This is an optimization exercise on Yosys and OpenROAD, whose aim is small area, a short achievable clock period and few clock cycles, not a production implementation.
Only simulation tests tie the RTL to the original design; equivalence was not proved.
Power and IR drop assume default switching activity. No driver is modelled on the clock port, so clocking that relies on it looks cheaper here than on a real chip.

== the previous run ==
Design emem_ctrl, start of the top module:
module emem_ctrl #(
  parameter int NUM_BANKS = emem_pkg::num_banks
) (
  input  logic          wr_clk,
  input  logic          reset,
  input  logic          em_clear,
  input  logic          rd_start,
  input  logic          wr_start,
  input  logic [247:0]  em_data,
  output logic          rd_busy,
  output logic          wr_busy,
  output logic          rd_done,
  output logic          wr_done,
  output logic          init_load,
  output logic [4:0]    init_index,
  output logic [7:0]    init_data,
  output logic [2:0]    em_bank,
  output logic          em_full
);
export LEC_CHECK = 0
export CAP_MARGIN = 20
export CORE_MARGIN = 2
export CORE_UTILIZATION = 65
export PLACE_DENSITY = 0.75
export SETUP_SLACK_MARGIN = 5
export SLEW_MARGIN = 20
export TNS_END_PERCENT = 100
create_clock -name core_clock -period 8.0 [get_ports {wr_clk}]
standard.sh (not shown) runs the stock make flow with config.mk's settings and CLKGATE_MAP_FILE= SYNTH_SCRIPT=/design/flow/synth_recipe.tcl, a recipe that flattens the netlist after the stock synthesis.
==> flow/flow/run.sh <==
#!/bin/bash
set -euo pipefail
bash standard.sh \
  SETUP_SLACK_MARGIN=5.5 \
  TNS_END_PERCENT=100 \
  "BUFFER_PORTS_ARGS=-buffer_cell sky130_fd_sc_hd__buf_1" \
  "CTS_ARGS=-sink_clustering_enable -repair_clock_nets -dont_use_dummy_load -sink_clustering_size 24 -sink_clustering_max_diameter 150" \
  finish > flow.log 2>&1
In summary, the previous run completed successfully, with a layout that passed the timing, DRC and antenna checks.
Testbench counts of the previous run, summed over its fixed seeds: cycles 9,354.
--- input diff the previous run..the current run ---
- CORE_UTILIZATION now 50, was 65
- PLACE_DENSITY now 0.65, was 0.75
==> flow/flow/run.sh <==
#!/bin/bash
set -euo pipefail
bash standard.sh \
  SETUP_SLACK_MARGIN=5.2 \
  TNS_END_PERCENT=100 \
  "BUFFER_PORTS_ARGS=-buffer_cell sky130_fd_sc_hd__buf_1" \
  "CTS_ARGS=-sink_clustering_enable -repair_clock_nets -dont_use_dummy_load -sink_clustering_size 30 -sink_clustering_max_diameter 150" \
  finish > flow.log 2>&1
- Cmp the previous run and the current run / clock share of power / lower: the current run
- The current run vs. the previous run: worst reg-to-reg path cell count increased 1, number of clock buffers in the layout decreased 8.
- The previous run → the current run: area of the die grew by 29%, number of buffers inserted by post-CTS setup repair shrank by 32, non-clock buffer count shrank by 51.
- The current run reports a lower maximum frequency than the previous run does.
- Setup slack of the critical path after layout is higher on the previous run
- The power consumption of the current run was superior to that of the previous run.
- Delay of the slowest cell on the worst path was lower in the previous run than in the current run.


P:
Another version of the RTL of emem_ctrl (not shown whole).
For scale: roughly 3100 cells after synthesis, about 1100 flip-flops, roughly 37000 µm² of cells after synthesis.
==> flow/config.mk <==
export PLATFORM = sky130hd
export DESIGN_NAME = emem_ctrl
export DESIGN_NICKNAME = emem_ctrl
export VERILOG_FILES = /design/flow/design.v
export SDC_FILE = /design/flow/constraint.sdc
export NUM_CORES = 4
export LEC_CHECK = 0
export CAP_MARGIN = 20
export CORE_MARGIN = 2
export CORE_UTILIZATION = 50
export PLACE_DENSITY = 0.65
export SETUP_SLACK_MARGIN = 5
export SLEW_MARGIN = 20
export TNS_END_PERCENT = 100
==> flow/constraint.sdc <==
create_clock -name core_clock -period 8.0 [get_ports {wr_clk}]
set_input_delay 1.6000 -clock core_clock [delete_from_list [all_inputs] [get_ports {wr_clk}]]
set_output_delay 1.6000 -clock core_clock [all_outputs]
set_load 0.01 [all_outputs]
==> flow/flow/run.sh <==
#!/bin/bash
set -euo pipefail
bash standard.sh \
  SETUP_SLACK_MARGIN=5.5 \
  TNS_END_PERCENT=100 \
  "BUFFER_PORTS_ARGS=-buffer_cell sky130_fd_sc_hd__buf_1" \
  "CTS_ARGS=-sink_clustering_enable -repair_clock_nets -dont_use_dummy_load -sink_clustering_size 27 -sink_clustering_max_diameter 150" \
  finish > flow.log 2>&1
Testbench counts of P, summed over its fixed seeds: cycles 9,354.
Edits applied to the flow inputs when going from P to Q:
diff --git a/flow/flow/run.sh b/flow/flow/run.sh
--- a/flow/flow/run.sh
+++ b/flow/flow/run.sh
@@ -4 +4 @@
-  SETUP_SLACK_MARGIN=5.5 \
+  SETUP_SLACK_MARGIN=5.42 \
--- outcome ---
The total power draw was comparable across Q and P.
Of Q and P, it is Q that has the higher routed length per placed instance.
Delta (Q minus P): met2 routing resource usage after global routing went down by 0.99 points; post-route met1 wirelength went up by about 3%; number of inserted diodes went down by about 16%.
Delta (Q minus P): final area moved down; share of the final layout cell area in sequential cells now larger.
Q ended up with wr_busy as its capture point of the worst path; P ended up with em_full.
Here is what was changed in the inputs of R compared with Q.
diff --git a/flow/flow/run.sh b/flow/flow/run.sh
--- a/flow/flow/run.sh
+++ b/flow/flow/run.sh
@@ -4 +4 @@
-  SETUP_SLACK_MARGIN=5.42 \
+  SETUP_SLACK_MARGIN=5.35 \
[summary]
- Q consumes more power than R.
- For the setup slack after layout, R came in 0.015 ns higher than Q did.
- Looking only at filler-free cell count of the finished design, and setting everything else aside, the higher value of R and Q goes to Q.
- Comparing wire length of the first global-routing pass for R and Q, the bigger number came from Q.
- Comparing design area for R and Q, the bigger number came from Q.
- Against Q as the reference, R delivers a lower routability-driven placement congestion ratio.
- Final layout net count shrinks slightly when moving from Q to R.
- R vs. Q: static leakage moved down, highest net fanout along the worst path moved down.
Input-level comparison between S and R:
==> flow/flow/run.sh <==
#!/bin/bash
set -euo pipefail
bash standard.sh \
  SETUP_SLACK_MARGIN=5.5 \
  TNS_END_PERCENT=100 \
  "BUFFER_PORTS_ARGS=-buffer_cell sky130_fd_sc_hd__buf_1" \
  "CTS_ARGS=-sink_clustering_enable -repair_clock_nets -dont_use_dummy_load -sink_clustering_size 30 -sink_clustering_max_diameter 150" \
  finish > flow.log 2>&1
## What came out
- On total routing usage reported by global routing: between R and S, it ends up lower for R.
- S finished all stages; the layout is clean.
- S reports a lower register share of the cell area than R does.
- Comparing R and S, the lower antenna diode count is on R.
Input changes introduced in T (baseline for comparison: S):
==> flow/flow/run.sh <==
#!/bin/bash
set -euo pipefail
bash standard.sh \
  SETUP_SLACK_MARGIN=5.3 \
  TNS_END_PERCENT=100 \
  "BUFFER_PORTS_ARGS=-buffer_cell sky130_fd_sc_hd__buf_1" \
  "CTS_ARGS=-sink_clustering_enable -repair_clock_nets -dont_use_dummy_load -sink_clustering_size 27 -sink_clustering_max_diameter 150" \
  finish > flow.log 2>&1
[summary]
Looking at startpoint of the worst setup timing path, the u_restore.bank_count[2]$_DFF_PN0_ result is from T; the u_restore.rd_done$_DFF_PN0_ one comes from S. Looking at met2 usage, T sits 1.2 points below S. Combinational-cell power consumption (T over S): decrease, 6.4%. Setup slack ended up 0.0047 ns lower on T than on S. Measured against each other, T and S differ in part of the total power dissipated in the clock network, the higher figure coming from T. In T relative to S, routed wire length had gone down by a few percent. Against S, T comes in 1.6 points lower on global-route usage. T vs S: area occupied by multi-input gates down slightly.

-- re-timing with driven ports --
In the flow no input, the clock included, has a driving cell. The finished layouts below were timed again as built, in two steps. Step 1 sets driving cells, clkbuf_16 on the clock port and buf_2 on the other inputs (assumed; they add their load-dependent delay and slew). Step 2 moves the port delays by t, midway between the first and last clock arrival at a register: inputs arrive t later, outputs are due t later. That takes back most of the time a late clock gives input paths. a / b / c = no drivers / after step 1 / after step 2; a / b = the first two.
run	shift t [ns]	slack for setup (ns)	worst setup path at the end
the previous run	0.707	5.188 / 5.122 / 4.814	input to register
the current run	0.693	5.082 / 5.082 / 4.622	input to register
P	0.695	5.184 / 5.111 / 4.662	input to register
Q	0.693	5.176 / 5.099 / 4.694	input to register
R	0.676	5.190 / 5.118 / 4.688	input to register
S	0.678	5.214 / 5.139 / 4.768	input to register
T	0.667	5.210 / 5.142 / 4.688	input to register
After both steps setup and hold are still met in every run listed.
